This design comes from an exercise in tuning for a short achievable clock period and few clock cycles on the open sky130 flow, not from production work. The RTL was checked by simulation tests, not by an equivalence proof against the original design. Power and IR drop assume default switching activity.

[flow/constraint.sdc]
create_clock -name core_clock -period 10.5 [get_ports {clk}]
set_input_delay 2.1000 -clock core_clock [delete_from_list [all_inputs] [get_ports {clk}]]
set_output_delay 2.1000 -clock core_clock [all_outputs]
set_load 0.01 [all_outputs]
[flow/run.sh]
#!/bin/bash
# synth_recipe.tcl (not shown) runs the flow's synth.tcl, then flattens the netlist and writes it again
# the make line also repeats each setting of config.mk as NAME=value (left out here)
make -C /OpenROAD-flow-scripts/flow DESIGN_CONFIG=/design/flow/config.mk WORK_HOME=/design/flow/orfs CLKGATE_MAP_FILE= SYNTH_SCRIPT=/design/flow/synth_recipe.tcl finish
[flow/design.v]
`timescale 1ns/1ps
`default_nettype none
package mips_pkg;
  typedef logic [31:0] word_t;      
  typedef logic [4:0]  reg_addr_t;  
  localparam reg_addr_t REG_V0 = 5'd2;
  localparam reg_addr_t REG_V3 = 5'd3;
  typedef enum logic [5:0] {
    OP_SPECIAL = 6'h00,  
    OP_J       = 6'h02,
    OP_JAL     = 6'h03,
    OP_BEQ     = 6'h04,
    OP_BNE     = 6'h05,
    OP_ADDIU   = 6'h09,
    OP_SLTI    = 6'h0a,
    OP_ANDI    = 6'h0c,
    OP_ORI     = 6'h0d,
    OP_XORI    = 6'h0e,
    OP_LUI     = 6'h0f,
    OP_LW      = 6'h23,
    OP_SW      = 6'h2b
  } opcode_t;
  typedef enum logic [5:0] {
    FN_SLL  = 6'h00,
    FN_SRL  = 6'h02,
    FN_JR   = 6'h08,
    FN_ADDU = 6'h21,
    FN_SUBU = 6'h23,
    FN_AND  = 6'h24,
    FN_OR   = 6'h25,
    FN_XOR  = 6'h26,
    FN_SLT  = 6'h2a,
    FN_SLTU = 6'h2b
  } funct_t;
  typedef enum logic [3:0] {
    ALU_ADD, ALU_SUB, ALU_AND, ALU_OR, ALU_XOR,
    ALU_SLT, ALU_SLTU, ALU_SLL, ALU_SRL, ALU_LUI
  } alu_op_t;
  typedef enum logic [1:0] {DST_RT, DST_RD, DST_RA} dst_sel_t;
  typedef enum logic [1:0] {WB_ALU, WB_MEM, WB_LINK} wb_sel_t;
  typedef struct packed {
    logic     reg_write;
    dst_sel_t dst_sel;       
    wb_sel_t  wb_sel;
    logic     alu_src_imm;   
    logic     imm_zero_ext;  
    alu_op_t  alu_op;
    logic     mem_read;
    logic     mem_write;
    logic     branch_eq;
    logic     branch_ne;
    logic     jump;
    logic     jump_reg;
  } ctrl_t;
endpackage
`default_nettype wire
`timescale 1ns/1ps
`default_nettype none
module mips_alu (
  input  mips_pkg::alu_op_t    op,
  input  mips_pkg::word_t      a,
  input  mips_pkg::word_t      b,
  input  logic [4:0] shamt,
  output mips_pkg::word_t      result,
  output logic       zero
);
  logic lt_signed;
  logic lt_unsigned;
  assign lt_signed   = $signed(a) < $signed(b);
  assign lt_unsigned = a < b;
  always_comb begin
    case (op)
      mips_pkg::ALU_ADD:  result = a + b;  
      mips_pkg::ALU_SUB:  result = a - b;
      mips_pkg::ALU_AND:  result = a & b;
      mips_pkg::ALU_OR:   result = a | b;
      mips_pkg::ALU_XOR:  result = a ^ b;
      mips_pkg::ALU_SLT:  result = {31'b0, lt_signed};
      mips_pkg::ALU_SLTU: result = {31'b0, lt_unsigned};
      mips_pkg::ALU_SLL:  result = b << shamt;  
      mips_pkg::ALU_SRL:  result = b >> shamt;
      mips_pkg::ALU_LUI:  result = {b[15:0], 16'h0000};
      default:  result = '0;
    endcase
  end
  assign zero = (result == '0);
endmodule
`default_nettype wire
`timescale 1ns/1ps
`default_nettype none
module mips_regfile (
  input  logic      clk,
  input  logic      rst_n,
  input  logic      we,
  input  mips_pkg::reg_addr_t ra1,
  input  mips_pkg::reg_addr_t ra2,
  input  mips_pkg::reg_addr_t wa,
  input  mips_pkg::word_t     wd,
  output mips_pkg::word_t     rd1,
  output mips_pkg::word_t     rd2,
  output mips_pkg::word_t     register_v0,
  output mips_pkg::word_t     register_v3
);
  mips_pkg::word_t regs [32];
  always_ff @(posedge clk or negedge rst_n) begin
    if (!rst_n) begin
      for (int i = 0; i < 32; i++) begin
        regs[i] <= '0;
      end
    end else if (we && (wa != '0)) begin  
      regs[wa] <= wd;
    end
  end
  assign rd1 = regs[ra1];
  assign rd2 = regs[ra2];
  assign register_v0 = regs[mips_pkg::REG_V0];  
  assign register_v3 = regs[mips_pkg::REG_V3];
endmodule
`default_nettype wire
`timescale 1ns/1ps
`default_nettype none
module mips_controller (
  input  mips_pkg::word_t instr,
  output mips_pkg::ctrl_t ctrl
);
  mips_pkg::opcode_t opcode;
  mips_pkg::funct_t  funct;
  assign opcode = mips_pkg::opcode_t'(instr[31:26]);
  assign funct  = mips_pkg::funct_t'(instr[5:0]);
  always_comb begin
    ctrl        = '0;  
    ctrl.alu_op = mips_pkg::ALU_ADD;
    case (opcode)
      mips_pkg::OP_SPECIAL: begin
        ctrl.dst_sel   = mips_pkg::DST_RD;
        ctrl.reg_write = 1'b1;
        case (funct)
          mips_pkg::FN_ADDU: ctrl.alu_op = mips_pkg::ALU_ADD;
          mips_pkg::FN_SUBU: ctrl.alu_op = mips_pkg::ALU_SUB;
          mips_pkg::FN_AND:  ctrl.alu_op = mips_pkg::ALU_AND;
          mips_pkg::FN_OR:   ctrl.alu_op = mips_pkg::ALU_OR;
          mips_pkg::FN_XOR:  ctrl.alu_op = mips_pkg::ALU_XOR;
          mips_pkg::FN_SLT:  ctrl.alu_op = mips_pkg::ALU_SLT;
          mips_pkg::FN_SLTU: ctrl.alu_op = mips_pkg::ALU_SLTU;
          mips_pkg::FN_SLL:  ctrl.alu_op = mips_pkg::ALU_SLL;
          mips_pkg::FN_SRL:  ctrl.alu_op = mips_pkg::ALU_SRL;
          mips_pkg::FN_JR: begin
            ctrl.reg_write = 1'b0;
            ctrl.jump_reg  = 1'b1;  
          end
          default: ctrl.reg_write = 1'b0;
        endcase
      end
      mips_pkg::OP_ADDIU, mips_pkg::OP_SLTI: begin
        ctrl.reg_write   = 1'b1;
        ctrl.alu_src_imm = 1'b1;
        ctrl.alu_op      = (opcode == mips_pkg::OP_SLTI) ? mips_pkg::ALU_SLT : mips_pkg::ALU_ADD;
      end
      mips_pkg::OP_ANDI, mips_pkg::OP_ORI, mips_pkg::OP_XORI, mips_pkg::OP_LUI: begin
        ctrl.reg_write    = 1'b1;
        ctrl.alu_src_imm  = 1'b1;
        ctrl.imm_zero_ext = 1'b1;
        case (opcode)
          mips_pkg::OP_ANDI: ctrl.alu_op = mips_pkg::ALU_AND;
          mips_pkg::OP_ORI:  ctrl.alu_op = mips_pkg::ALU_OR;
          mips_pkg::OP_XORI: ctrl.alu_op = mips_pkg::ALU_XOR;
          default: ctrl.alu_op = mips_pkg::ALU_LUI;
        endcase
      end
      mips_pkg::OP_LW: begin
        ctrl.reg_write   = 1'b1;
        ctrl.alu_src_imm = 1'b1;  
        ctrl.mem_read    = 1'b1;
        ctrl.wb_sel      = mips_pkg::WB_MEM;
      end
      mips_pkg::OP_SW: begin
        ctrl.alu_src_imm = 1'b1;
        ctrl.mem_write   = 1'b1;
      end
      mips_pkg::OP_BEQ: begin
        ctrl.alu_op    = mips_pkg::ALU_SUB;  
        ctrl.branch_eq = 1'b1;
      end
      mips_pkg::OP_BNE: begin
        ctrl.alu_op    = mips_pkg::ALU_SUB;
        ctrl.branch_ne = 1'b1;
      end
      mips_pkg::OP_J: ctrl.jump = 1'b1;
      mips_pkg::OP_JAL: begin
        ctrl.jump      = 1'b1;
        ctrl.reg_write = 1'b1;
        ctrl.dst_sel   = mips_pkg::DST_RA;
        ctrl.wb_sel    = mips_pkg::WB_LINK;  
      end
      default: ;
    endcase
  end
endmodule
`default_nettype wire
`timescale 1ns/1ps
`default_nettype none
module mips_datapath #(
  parameter mips_pkg::word_t RESET_VECTOR = 32'hbfc0_0000
) (
  input  logic  clk,
  input  logic  rst_n,
  input  logic  clk_enable,
  input  mips_pkg::ctrl_t ctrl,
  input  mips_pkg::word_t instr_readdata,
  input  mips_pkg::word_t data_readdata,
  output mips_pkg::word_t instr_address,
  output mips_pkg::word_t data_address,
  output mips_pkg::word_t data_writedata,
  output logic  data_read,
  output logic  data_write,
  output mips_pkg::word_t register_v0,
  output mips_pkg::word_t register_v3
);
  mips_pkg::word_t     pc;
  mips_pkg::word_t     pc_plus4;
  mips_pkg::word_t     pc_next;
  mips_pkg::word_t     branch_target;
  mips_pkg::word_t     jump_target;
  mips_pkg::word_t     imm_sext;
  mips_pkg::word_t     imm_ext;
  mips_pkg::word_t     rs_val;
  mips_pkg::word_t     rt_val;
  mips_pkg::word_t     alu_b;
  mips_pkg::word_t     alu_result;
  mips_pkg::word_t     wb_data;
  mips_pkg::reg_addr_t wb_addr;
  logic      alu_zero;
  logic      branch_taken;
  logic      advance;
  assign advance = clk_enable && (pc != '0);
  always_ff @(posedge clk or negedge rst_n) begin
    if (!rst_n) begin
      pc <= RESET_VECTOR;
    end else if (advance) begin
      pc <= pc_next;
    end
  end
  assign instr_address = pc;
  assign pc_plus4      = pc + 32'd4;
  assign imm_sext = {{16{instr_readdata[15]}}, instr_readdata[15:0]};
  assign imm_ext  = ctrl.imm_zero_ext ? {16'h0000, instr_readdata[15:0]} : imm_sext;
  assign alu_b    = ctrl.alu_src_imm ? imm_ext : rt_val;
  mips_regfile u_regfile (
    .clk        (clk),
    .rst_n      (rst_n),
    .we         (ctrl.reg_write && advance),
    .ra1        (instr_readdata[25:21]),
    .ra2        (instr_readdata[20:16]),
    .wa         (wb_addr),
    .wd         (wb_data),
    .rd1        (rs_val),
    .rd2        (rt_val),
    .register_v0(register_v0),
    .register_v3(register_v3)
  );
  mips_alu u_alu (
    .op    (ctrl.alu_op),
    .a     (rs_val),
    .b     (alu_b),
    .shamt (instr_readdata[10:6]),
    .result(alu_result),
    .zero  (alu_zero)
  );
  always_comb begin
    case (ctrl.dst_sel)
      mips_pkg::DST_RD:  wb_addr = instr_readdata[15:11];
      mips_pkg::DST_RA:  wb_addr = 5'd31;
      default: wb_addr = instr_readdata[20:16];
    endcase
  end
  always_comb begin
    case (ctrl.wb_sel)
      mips_pkg::WB_MEM:  wb_data = data_readdata;
      mips_pkg::WB_LINK: wb_data = pc_plus4;  
      default: wb_data = alu_result;
    endcase
  end
  assign branch_taken  = (ctrl.branch_eq && alu_zero) || (ctrl.branch_ne && !alu_zero);
  assign branch_target = pc_plus4 + {imm_sext[29:0], 2'b00};
  assign jump_target   = {pc_plus4[31:28], instr_readdata[25:0], 2'b00};
  always_comb begin
    if (ctrl.jump_reg) begin
      pc_next = rs_val;
    end else if (ctrl.jump) begin
      pc_next = jump_target;
    end else if (branch_taken) begin
      pc_next = branch_target;
    end else begin
      pc_next = pc_plus4;
    end
  end
  assign data_address   = alu_result;
  assign data_writedata = rt_val;
  assign data_read      = ctrl.mem_read && advance;
  assign data_write     = ctrl.mem_write && advance;
endmodule
`default_nettype wire
`timescale 1ns/1ps
`default_nettype none
module mips_cpu_harvard #(
  parameter mips_pkg::word_t RESET_VECTOR = 32'hbfc0_0000
) (
  input  logic  clk,
  input  logic  rst_n,
  input  logic  clk_enable,
  output logic  active,
  output mips_pkg::word_t register_v0,
  output mips_pkg::word_t register_v3,
  output mips_pkg::word_t instr_address,
  input  mips_pkg::word_t instr_readdata,
  output mips_pkg::word_t data_address,
  output logic  data_write,
  output logic  data_read,
  output mips_pkg::word_t data_writedata,
  input  mips_pkg::word_t data_readdata
);
  mips_pkg::ctrl_t ctrl;
  mips_controller u_controller (
    .instr(instr_readdata),
    .ctrl (ctrl)
  );
  mips_datapath #(
    .RESET_VECTOR(RESET_VECTOR)
  ) u_datapath (
    .clk           (clk),
    .rst_n         (rst_n),
    .clk_enable    (clk_enable),
    .ctrl          (ctrl),
    .instr_readdata(instr_readdata),
    .data_readdata (data_readdata),
    .instr_address (instr_address),
    .data_address  (data_address),
    .data_writedata(data_writedata),
    .data_read     (data_read),
    .data_write    (data_write),
    .register_v0   (register_v0),
    .register_v3   (register_v3)
  );
  always_ff @(posedge clk or negedge rst_n) begin
    if (!rst_n) begin
      active <= 1'b1;
    end else if (clk_enable) begin
      active <= (instr_address != '0);
    end
  end
endmodule
`default_nettype wire
[flow/config.mk]
export PLATFORM = sky130hd
export DESIGN_NAME = mips_cpu_harvard
export DESIGN_NICKNAME = mips_cpu_harvard
export VERILOG_FILES = /design/flow/design.v
export SDC_FILE = /design/flow/constraint.sdc
export NUM_CORES = 8
export LEC_CHECK = 0
export ABC_CLOCK_PERIOD_IN_PS = 5000
export CAP_MARGIN = 20
export CORE_MARGIN = 2
export CORE_UTILIZATION = 30
export PLACE_DENSITY = 0.45
export SETUP_SLACK_MARGIN = 3.0
export SLEW_MARGIN = 20
==> results.sh <==
export IMPL_outcome="no timing/DRC/antenna violations"
export IMPL_dp_slack_ns=-0.5798
export IMPL_r2r_slack_ns=2.59
export IMPL_fin_ws_ns=0.5571
export IMPL_die_h_um=476.4
export IMPL_worst_path_buf_inv=9
export IMPL_core_sq_um=222100
export IMPL_critPathMaxStageDelay_ns=0.63
export IMPL_grt_overflow=0
export IMPL_grt_max_degree=168
export IMPL_swShare=0.3483
export IMPL_timing_fmax_mhz=100.6
export IMPL_yosys_area_share_simple=0.2840
export IMPL_rows=173
export IMPL_syn_area_sq_um=66960
export IMPL_end_kind="output pin"
export IMPL_cts_root_buf="clkbuf_16"
export IMPL_synth_compound_area_frac=0.2090
export IMPL_multi_input_comb_area_sq_um=41430
export IMPL_gp_congestion=1.115
export IMPL_postSynthCellCount=8557
export IMPL_required_ns=8.40
export IMPL_synth_cell_types=100
export IMPL_drc=0
export IMPL_synth_fa_ha_area_frac=0.02594
export IMPL_vdd_ir_drop_max_mv=0.1838
export IMPL_hp_class="flop to flop"
export IMPL_power_switching_w=0.004374
export IMPL_port_buffers=229
export IMPL_nets=10070
export IMPL_synth_edf_count=0
export IMPL_syn2layout_area_growth_pct=43.37
export IMPL_drt_iter0_drc=14400
export IMPL_cp_start_kind="input port"
export IMPL_yosys_warnings=6
export IMPL_drive_above_1_share=0.2839
export IMPL_ys_seq_area_frac=0.3952
export IMPL_skew_ns=0.07586
export IMPL_syn_nets=8761
export IMPL_power_frac_comb=0.257
export IMPL_worstPathArrival_ns=7.84
export IMPL_pwr_density_cell_nw_per_um2=130.8
export IMPL_finalSetupViolations=0
export IMPL_ant_nets=0
export IMPL_slew_viol_final=0
export IMPL_worstSkewPairLatency_ns=0.86
export IMPL_synth_top_family_by_area="simple AND/OR/NAND/NOR gates"
export IMPL_viasPerCell=6.737
export IMPL_synth_mux_area_frac=0.02226
export IMPL_cts_tree="done"
export IMPL_grt_pass1_vias=80180
export IMPL_internal_power_w=0.008184
export IMPL_drt_wl_total_um=617900
export IMPL_grt_use_total=0.5142
export IMPL_cpLargestDelayFamily="compound AO/OA/AOI/OAI gates"
export IMPL_async_flop_share=1.000
export IMPL_die_area_sq_um=227000
export IMPL_clk_pin_slew_ns=0.06
export IMPL_hold_viol_final=0
export IMPL_seqPwrFrac=0.357
export IMPL_htree_levels=4
export IMPL_firstDrtPassIters=7
export IMPL_crit_path_frequent_cell="buf_4"
export IMPL_seqCellArea_sq_um=26460
export IMPL_wl_per_cell_um=47.51
export IMPL_cts_buffers_inserted=132
export IMPL_post_synth_cell_area_avg_sq_um=7.825
export IMPL_min_period_ns=9.943
export IMPL_leakagePower_nw=46.65
export IMPL_clockBufferDepth=3
export IMPL_critPathKind="input port to output pin"
export IMPL_fill_cells=22170
export IMPL_vias=87620
export IMPL_p_clk_frac=0.387
export IMPL_clkSinkCount=1057
export IMPL_worst_pin_slew_ns=1.408
export IMPL_hold_buffers=0
export IMPL_place_hpwl_um=441200
export IMPL_ys_flop_type="dfrtp_1"
export IMPL_synthXorXnorAreaFrac=0.009941
export IMPL_fin_crit_sh=0.9469
export IMPL_slew_headroom=0.05938
export IMPL_ioPinCount=230
export IMPL_initial_core_util=0.3015
export IMPL_fin_tns_setup_ns=0
export IMPL_cap_viol_max_count=0
export IMPL_antenna_found_initial=72
export IMPL_cpMaxStageDelayCell="or4_4"
export IMPL_critPathMaxFanout=7
export IMPL_grt_pass1_wl_um=783800
export IMPL_die_width_um=476.4
export IMPL_rsz0062_at_grt="yes"
export IMPL_synth_seq_cells=1057
routing by layer:
metal  global-route usage  part of all wire  vias to the layer above
met3               0.1862              0.13                     2783
met4               0.4512              0.11                       34
met5             0.008193            0.0017                        -
met2               0.7293              0.40                     8333
met1               0.6091              0.35                    43360
li1                     -                 -                    33100
what timing repair did:
action                                  in CTS  in global routing
buffers inserted                           158                136
pin swaps                                  184                238
hold endpoints to repair                     0                  0
endpoints found under the setup margin     973                720
resized for setup                          523                548
gates cloned                                 4                 28
cells by family after synthesis:
group,Yosys count
AOI/OAI and AO/OA,1885
xor gates and xnor gates,76
adders and majority gates,137
buffers and inverters,931
DFF,1057
muxes,131
and+or+nand+nor,4340
sequential cells by signal, indices dropped and copies added (netlist names):
name	cells
u_datapath.u_regfile.regs	1024
u_datapath.pc	32
active	1
synthesized netlist by cell type (all sizes together) (30+ instances only):
cell,n,area share
a221oi,222,0.029
a211oi,43,0.0049
mux2i,33,0.0049
nand4,202,0.019
o221ai,43,0.0057
dfrtp,1047,0.39
o211ai,48,0.0054
nand2,2782,0.16
ha,134,0.025
o32a,32,0.0048
a21o,40,0.0045
o22ai,30,0.0028
buf,92,0.0066
o21ai,243,0.018
a2111oi,90,0.012
nor2,399,0.022
nand3,259,0.019
nor4,52,0.0051
a22o,171,0.022
inv,151,0.0085
mux2,93,0.016
and2,34,0.0032
xnor2,61,0.0080
or2,41,0.0038
nand2b,37,0.0035
clkbuf,686,0.038
a21oi,257,0.019
nor3,77,0.0058
and3,300,0.028
a22oi,392,0.044
power by group through the flow:
stage | Clock, W | Combinational [W] | Sequential [W]
6_report | 0.00485 | 0.00323 | 0.00448
2_1_floorplan | 0 | 0.00105 | 0.00442
4_1_cts | 0.00485 | 0.00274 | 0.00446
3_3_place_gp | 0 | 0.00258 | 0.00453
3_5_place_dp | 0 | 0.00258 | 0.00453
5_1_grt | 0.00500 | 0.00326 | 0.00447
layout by cell type (no fill, tap or decap), types with 42 or more instances in the layout:
cell type | netlist | final
nor2_4 | 0 | 119
and3_1 | 299 | 283
nand3_1 | 259 | 246
a21oi_1 | 257 | 202
dfrtp_1 | 1047 | 1047
nand4_1 | 202 | 202
nor2_1 | 399 | 252
clkdlybuf4s50_1 | 0 | 174
buf_4 | 8 | 1310
buf_6 | 6 | 188
xnor2_1 | 61 | 51
clkbuf_16 | 0 | 158
a21oi_2 | 0 | 42
buf_12 | 0 | 203
nand2_1 | 2781 | 2706
inv_1 | 149 | 135
nand2_2 | 0 | 48
o211ai_1 | 48 | 48
mux2_2 | 93 | 85
nor3_1 | 77 | 62
o21ai_0 | 235 | 186
a221oi_1 | 222 | 194
a22o_1 | 171 | 171
diode_2 | 0 | 66
a22oi_1 | 391 | 371
ha_1 | 134 | 111
path summary, 6_finish.rpt:
check	cells after the start	end	startpoint
setup / recovery	27	data_address[31]	instr_readdata[18]
setup reg to reg	41	u_datapath.pc[16]	u_datapath.u_regfile.regs[30][10]
hold / removal	0	u_datapath.u_regfile.regs[0][23]	u_datapath.u_regfile.regs[0][23]
hold reg to reg	0	u_datapath.u_regfile.regs[0][23]	u_datapath.u_regfile.regs[0][23]
max in group asynchronous	3	u_datapath.u_regfile.regs[18][13]	rst_n
min in group asynchronous	1	u_datapath.u_regfile.regs[7][31]	rst_n
layout make-up:
type / count / share of cell area
timing repair buffer: 1954 / 0.1998
multi-input combinational: 6570 / 0.4316
clock buffer: 182 / 0.03971
clock inverter: 48 / 0.006699
tap: 2975 / 0.03878
antenna: 66 / 0.001720
sequential: 1057 / 0.2757
inverter: 153 / 0.006074
per-stage QoR:
stage	std cells	util	cell area, sq um	hold slack, ns	total power [W]
global route	12950	0.4316	95850	0.4212	0.01274
finish	13010	0.4322	96000	0.4166	0.01256
global placement	12380	0.3772	83760	0.3913	0.007111
CTS	12770	0.4123	91570	0.4165	0.01204
detailed placement	12380	0.3779	83930	0.4011	0.007107
floorplan	8557	-	68240	0.4448	0.005467
Testbench counts, summed over its fixed seeds: cycles 21,115.

afterwards: timing with drivers on the ports:
In the flow no input, the clock included, has a driving cell. The finished layout below was timed again as built, in two steps.
Step 1 sets driving cells, clkbuf_16 on the clock port and buf_2 on the other inputs (assumed; they add their load-dependent delay and slew).
Step 2 times the ports against the registers' clock, not the clock port: input delays grow and output delays shrink by t, the midpoint of the rising clock arrivals with the driver on.
a / b / c = ideal / step 1 / step 2; a / b = the first two.
t, ns: 0.922
slack for setup (ns): 0.557 / 0.392 / 0.156
worst data-port slew with drivers (ns): 0.27
After both steps setup and hold are still met in this run. For this run, drivers alone change the setup slack by -0.165 ns; drivers and shift together by -0.401 ns.
